What follows belongs to an exercise in optimizing a design on an open flow for small area, a short achievable clock period and few clock cycles per item; a production flow would make more cautious choices.
Function was checked by simulation only, so behaviour that the tests miss may differ from the original.
Power and IR drop assume default switching activity.

==> v8: inputs <==
==> flow/design.v <==
package lkv_pkg;
  localparam int MAX_ENTRIES_DEF = 16;
  localparam int KEY_BITS_DEF    = 16;
  localparam int VALUE_BITS_DEF  = 32;
  localparam int             CAP_BITS  = 5;
  localparam logic [CAP_BITS-1:0] CAP_RESET = 5'd16;
  typedef enum logic {
    CMD_GET = 1'b0,
    CMD_PUT = 1'b1
  } cmd_t;
  typedef enum logic [1:0] {
    ST_IDLE,
    ST_MATCH,
    ST_UPDATE,
    ST_REPLY
  } state_t;
  typedef struct packed {
    logic capture;
    logic lookup;
    logic update;
    logic reply;
  } ctl_cmd_t;
endpackage
module lru_key_value_cache (
  input  logic                         clk,
  input  logic                         rst,
  input  logic                         cfg_write_en,
  input  logic [4:0]                   cfg_write_data,
  input  logic                         req_valid,
  output logic                         req_ready,
  input  logic                         req_command,
  input  logic [15:0]                  req_lookup_key,
  input  logic [31:0]                  req_write_value,
  output logic                         rsp_valid,
  input  logic                         rsp_ready,
  output logic                         rsp_hit,
  output logic [31:0]                  rsp_read_value,
  output logic                         rsp_evicted,
  output logic [15:0]                  rsp_evicted_key
);
  localparam int N  = 16;
  localparam int KW = 16;
  localparam int VW = 32;
  logic          s_v;
  logic          s_put;
  logic [KW-1:0] s_key;
  logic [VW-1:0] s_val;
  logic [4:0]    cnt;
  logic [N-1:0]  vld;
  logic [KW-1:0] ekey [N];
  logic [VW-1:0] eval [N];
  logic [3:0]    lim_m1;
  logic          go;
  logic [N-1:0]  mq;       
  logic [N-1:0]  eq_old;   
  logic          eq_prev;  
  logic [N-1:0]  mq_d;
  logic [N-1:0]  m;
  logic [N-1:0]  ge;
  logic          hit;
  logic          putmiss;
  logic          full;
  logic [N-1:0]  en;
  logic [VW-1:0] hv;
  logic [KW-1:0] lastkey;
  logic          rd_q;
  assign go        = s_v & (~rsp_valid | rsp_ready);
  assign req_ready = ~s_v | ~rsp_valid | rsp_ready;
  always_ff @(posedge clk) begin
    if (rst) begin
      s_v <= 1'b0;
    end else if (req_ready) begin
      s_v <= req_valid;
    end
  end
  always_ff @(posedge clk) begin
    if (req_ready) begin
      s_put <= req_command;
      s_key <= req_lookup_key;
      s_val <= req_write_value;
      mq    <= mq_d;
    end
  end
  always_ff @(posedge clk) begin
    if (rst) begin
      lim_m1 <= 4'd15;
    end else if (cfg_write_en) begin
      if (cfg_write_data == 5'd0) begin
        lim_m1 <= 4'd0;
      end else if (cfg_write_data > 5'd16) begin
        lim_m1 <= 4'd15;
      end else begin
        lim_m1 <= 4'(cfg_write_data - 5'd1);
      end
    end
  end
  always_comb begin
    for (int i = 0; i < N; i++) begin
      vld[i] = cnt > 5'(i);
    end
    for (int i = 0; i < N; i++) begin
      m[i] = vld[i] & mq[i];
    end
    for (int i = 0; i < N; i++) begin
      ge[i] = |(m >> i);
    end
    hit     = ge[0];
    putmiss = s_put & ~hit;
    full    = cnt > {1'b0, lim_m1};
    en[0]   = go & (hit | s_put);
    for (int i = 1; i < N; i++) begin
      en[i] = go & (ge[i] | putmiss);
    end
    hv      = '0;
    lastkey = '0;
    for (int i = 0; i < N; i++) begin
      hv = hv | ({VW{m[i]}} & eval[i]);
      if (i == N - 1) begin
        lastkey = lastkey | ({KW{vld[i]}} & ekey[i]);
      end else begin
        lastkey = lastkey | ({KW{vld[i] & ~vld[i+1]}} & ekey[i]);
      end
    end
  end
  always_comb begin
    eq_prev = (req_lookup_key == s_key);
    for (int i = 0; i < N; i++) begin
      eq_old[i] = (req_lookup_key == ekey[i]);
    end
    mq_d[0] = en[0] ? eq_prev : eq_old[0];
    for (int i = 1; i < N; i++) begin
      mq_d[i] = en[i] ? eq_old[i-1] : eq_old[i];
    end
  end
  always_ff @(posedge clk) begin
    if (en[0]) begin
      ekey[0] <= s_key;
      eval[0] <= s_put ? s_val : hv;
    end
    for (int i = 1; i < N; i++) begin
      if (en[i]) begin
        ekey[i] <= ekey[i-1];
        eval[i] <= eval[i-1];
      end
    end
  end
  always_ff @(posedge clk) begin
    if (rst) begin
      cnt <= '0;
    end else if (go && putmiss && !full) begin
      cnt <= cnt + 5'd1;
    end
  end
  always_ff @(posedge clk) begin
    if (rst) begin
      rsp_valid <= 1'b0;
    end else if (go) begin
      rsp_valid <= 1'b1;
    end else if (rsp_ready) begin
      rsp_valid <= 1'b0;
    end
  end
  assign rsp_read_value = {VW{rd_q}} & eval[0];
  always_ff @(posedge clk) begin
    if (go) begin
      rd_q            <= hit & ~s_put;
      rsp_hit         <= hit;
      rsp_evicted     <= putmiss & full;
      rsp_evicted_key <= (putmiss & full) ? lastkey : '0;
    end
  end
endmodule
==> flow/run.sh <==
#!/bin/bash
# synth_recipe.tcl (not shown) runs the flow's synth.tcl, then flattens the netlist and writes it again
# the make line also repeats each setting of config.mk as NAME=value (left out here)
make -C /OpenROAD-flow-scripts/flow DESIGN_CONFIG=/design/flow/config.mk WORK_HOME=/design/flow/orfs CLKGATE_MAP_FILE= SYNTH_SCRIPT=/design/flow/synth_recipe.tcl finish
==> flow/config.mk <==
export PLATFORM = sky130hd
export DESIGN_NAME = lru_key_value_cache
export DESIGN_NICKNAME = lru_key_value_cache
export VERILOG_FILES = /design/flow/design.v
export SDC_FILE = /design/flow/constraint.sdc
export NUM_CORES = 4
export LEC_CHECK = 0
export CAP_MARGIN = 20
export CORE_MARGIN = 2
export CORE_UTILIZATION = 40
export SETUP_SLACK_MARGIN = 2.6
export SLEW_MARGIN = 20
==> flow/constraint.sdc <==
create_clock -name core_clock -period 6.0 [get_ports {clk}]
set_input_delay 1.2000 -clock core_clock [delete_from_list [all_inputs] [get_ports {clk}]]
set_output_delay 1.2000 -clock core_clock [all_outputs]
set_load 0.01 [all_outputs]
==> inputs of v28, as changes to v8 <==
--- a/flow/design.v
+++ b/flow/design.v
@@ -46,5 +46,4 @@
   logic [KW-1:0] s_key;
   logic [VW-1:0] s_val;
-  logic [4:0]    cnt;
   logic [N-1:0]  vld;
   logic [KW-1:0] ekey [N];
@@ -52,4 +51,14 @@
   logic [3:0]    lim_m1;
   logic          go;
+  logic          s_load;
+  logic          take;
+  logic          k_v;
+  logic          k_put;
+  logic [KW-1:0] k_key;
+  logic [VW-1:0] k_val;
+  logic [N-1:0]  kmq;
+  logic          k_eqp;
+  logic [N-1:0]  bq;       
+  logic          bq_prev;  
   logic [N-1:0]  mq;       
   logic [N-1:0]  eq_old;   
@@ -64,20 +73,39 @@
   logic [VW-1:0] hv;
   logic [KW-1:0] lastkey;
-  logic          rd_q;
   assign go        = s_v & (~rsp_valid | rsp_ready);
-  assign req_ready = ~s_v | ~rsp_valid | rsp_ready;
+  assign s_load    = go | ~s_v;
+  assign take      = req_valid & ~k_v;
+  assign req_ready = ~k_v;
   always_ff @(posedge clk) begin
     if (rst) begin
       s_v <= 1'b0;
-    end else if (req_ready) begin
-      s_v <= req_valid;
+    end else if (s_load) begin
+      s_v <= k_v | take;
     end
   end
   always_ff @(posedge clk) begin
-    if (req_ready) begin
-      s_put <= req_command;
-      s_key <= req_lookup_key;
-      s_val <= req_write_value;
+    if (s_load) begin
+      s_put <= k_v ? k_put : req_command;
+      s_key <= k_v ? k_key : req_lookup_key;
+      s_val <= k_v ? k_val : req_write_value;
       mq    <= mq_d;
+    end
+  end
+  always_ff @(posedge clk) begin
+    if (rst) begin
+      k_v <= 1'b0;
+    end else if (k_v) begin
+      k_v <= ~go;
+    end else begin
+      k_v <= take & ~s_load;
+    end
+  end
+  always_ff @(posedge clk) begin
+    if (~k_v) begin
+      k_put <= req_command;
+      k_key <= req_lookup_key;
+      k_val <= req_write_value;
+      kmq   <= eq_old;
+      k_eqp <= eq_prev;
     end
   end
@@ -97,7 +125,4 @@
   always_comb begin
     for (int i = 0; i < N; i++) begin
-      vld[i] = cnt > 5'(i);
-    end
-    for (int i = 0; i < N; i++) begin
       m[i] = vld[i] & mq[i];
     end
@@ -107,5 +132,5 @@
     hit     = ge[0];
     putmiss = s_put & ~hit;
-    full    = cnt > {1'b0, lim_m1};
+    full    = vld[lim_m1];
     en[0]   = go & (hit | s_put);
     for (int i = 1; i < N; i++) begin
@@ -128,7 +153,9 @@
       eq_old[i] = (req_lookup_key == ekey[i]);
     end
-    mq_d[0] = en[0] ? eq_prev : eq_old[0];
+    bq      = k_v ? kmq : eq_old;
+    bq_prev = k_v ? k_eqp : eq_prev;
+    mq_d[0] = en[0] ? bq_prev : bq[0];
     for (int i = 1; i < N; i++) begin
-      mq_d[i] = en[i] ? eq_old[i-1] : eq_old[i];
+      mq_d[i] = en[i] ? bq[i-1] : bq[i];
     end
   end
@@ -147,7 +174,7 @@
   always_ff @(posedge clk) begin
     if (rst) begin
-      cnt <= '0;
+      vld <= '0;
     end else if (go && putmiss && !full) begin
-      cnt <= cnt + 5'd1;
+      vld <= {vld[N-2:0], 1'b1};
     end
   end
@@ -161,8 +188,7 @@
     end
   end
-  assign rsp_read_value = {VW{rd_q}} & eval[0];
   always_ff @(posedge clk) begin
     if (go) begin
-      rd_q            <= hit & ~s_put;
+      rsp_read_value  <= s_put ? '0 : hv;
       rsp_hit         <= hit;
       rsp_evicted     <= putmiss & full;
==> flow/flow/run.sh (new file) <==
#!/bin/bash
set -e
echo 'export BUFFER_PORTS_ARGS = -buffer_cell sky130_fd_sc_hd__buf_4' >> "$FLOW_CONFIG"
bash standard.sh > standard.log 2>&1
==> flow/standard.sh (new file) <==
#!/bin/bash
# synth_recipe.tcl (not shown) runs the flow's synth.tcl, then flattens the netlist and writes it again
# the make line also repeats each setting of config.mk as NAME=value (left out here)
make -C /OpenROAD-flow-scripts/flow DESIGN_CONFIG=/design/flow/config.mk WORK_HOME=/design/flow/orfs CLKGATE_MAP_FILE= SYNTH_SCRIPT=/design/flow/synth_recipe.tcl "${@:-finish}"
Settings changed: BUFFER_PORTS_ARGS from default to -buffer_cell sky130_fd_sc_hd__buf_4, SETUP_SLACK_MARGIN 2.6 to 3.1, TNS_END_PERCENT from default to 10.
removed: flow/run.sh
==> comparison <==
In v8 the via count is smaller than in v28, by about 5.6%.
Of v28 and v8, v8 has the higher first-iteration DRC count (gap 9.8%, measured against v8).
Between v28 and v8, the lower global-route usage is in v28 (gap 1.2 points).
Combinational power: v8 is smaller than v28 (21%).
Against v28, the routed wire length of v8 is smaller by about 4%.
Against v8, the sequential share of layout area of v28 is higher by 0.64 points.
Clock-buffer cell count: v8 is lower than v28 (33).
In v28 the final cell count is larger than in v8, by 8.6%.
==> figures <==
| metric | v8 | v28 |
|---|---|---|
| Met2 routed wirelength | 56700 um | 59100 um |
| Fill cell count | 7369 | 8026 |
| Antenna violations before repair | 1 | 0 |
| Net total in the final layout | 2376 | 2545 |
| Height of the chip | 299 um | 313 um |
| Fin crit period | 3350 ps | 3160 ps |
| Outcome | timing/DRC/antenna clean | timing/DRC/antenna clean |
| Total design power | 0.0133 W | 0.0151 W |
| Final Instance Count excl. Fillers | 3532 | 3837 |
| Register share of the cell area | 62.8% | 63.4% |
| Kind of start point of the critical path | input port | register |
| Proportion of cell area spent on the clock network | 7.30% | 7.84% |
| Tightest Pin Transition | 995 ps | 1290 ps |
| Fraction of synthesized cell area in xor and xnor cells | 6.87% | 6.22% |
| Cell total after placement | 3333 | 3612 |
| Library cell contributing the largest single delay on the critical path | sky130_fd_sc_hd__clkdlybuf4s50_1 | sky130_fd_sc_hd__dfxtp_4 |
| Footprint of the multi-input gates | 0.00893 mm^2 | 0.00949 mm^2 |
| Final clock period utilization by the worst path | 55.8% | 52.6% |
Testbench counts of v8, summed over its fixed seeds: cycles 8,016, items 8,000.
Testbench counts of v28, summed over its fixed seeds: cycles 8,016, items 8,000.

[port drivers added, routing unchanged]
Ports are ideal in the flow. The routed layouts listed here were re-timed in OpenROAD.
Step 1, drivers: a clkbuf_16 drives clk and a buf_2 each remaining input, both assumed.
Step 2 also shifts input and output timing later by t, the mid clock arrival at the registers, as if the neighbouring blocks saw the same clock.
Slacks: no drivers / after step 1 / after step 2; pairs: no drivers / after step 1.
run	t, ns	setup WS [ns]	hold WS [ns]	worst setup path after step 2	cell pins on the clock port's net
v8	0.707	2.649 / 2.626 / 2.272	0.436 / 0.436 / 0.436	input to register	1
v28	0.744	2.841 / 2.779 / 2.284	0.434 / 0.434 / 0.434	input to register	1
After both steps setup and hold are still met in every run listed. The setup slack of v28, which loses most, moves by -0.062 ns with the drivers and by -0.557 ns with both steps.
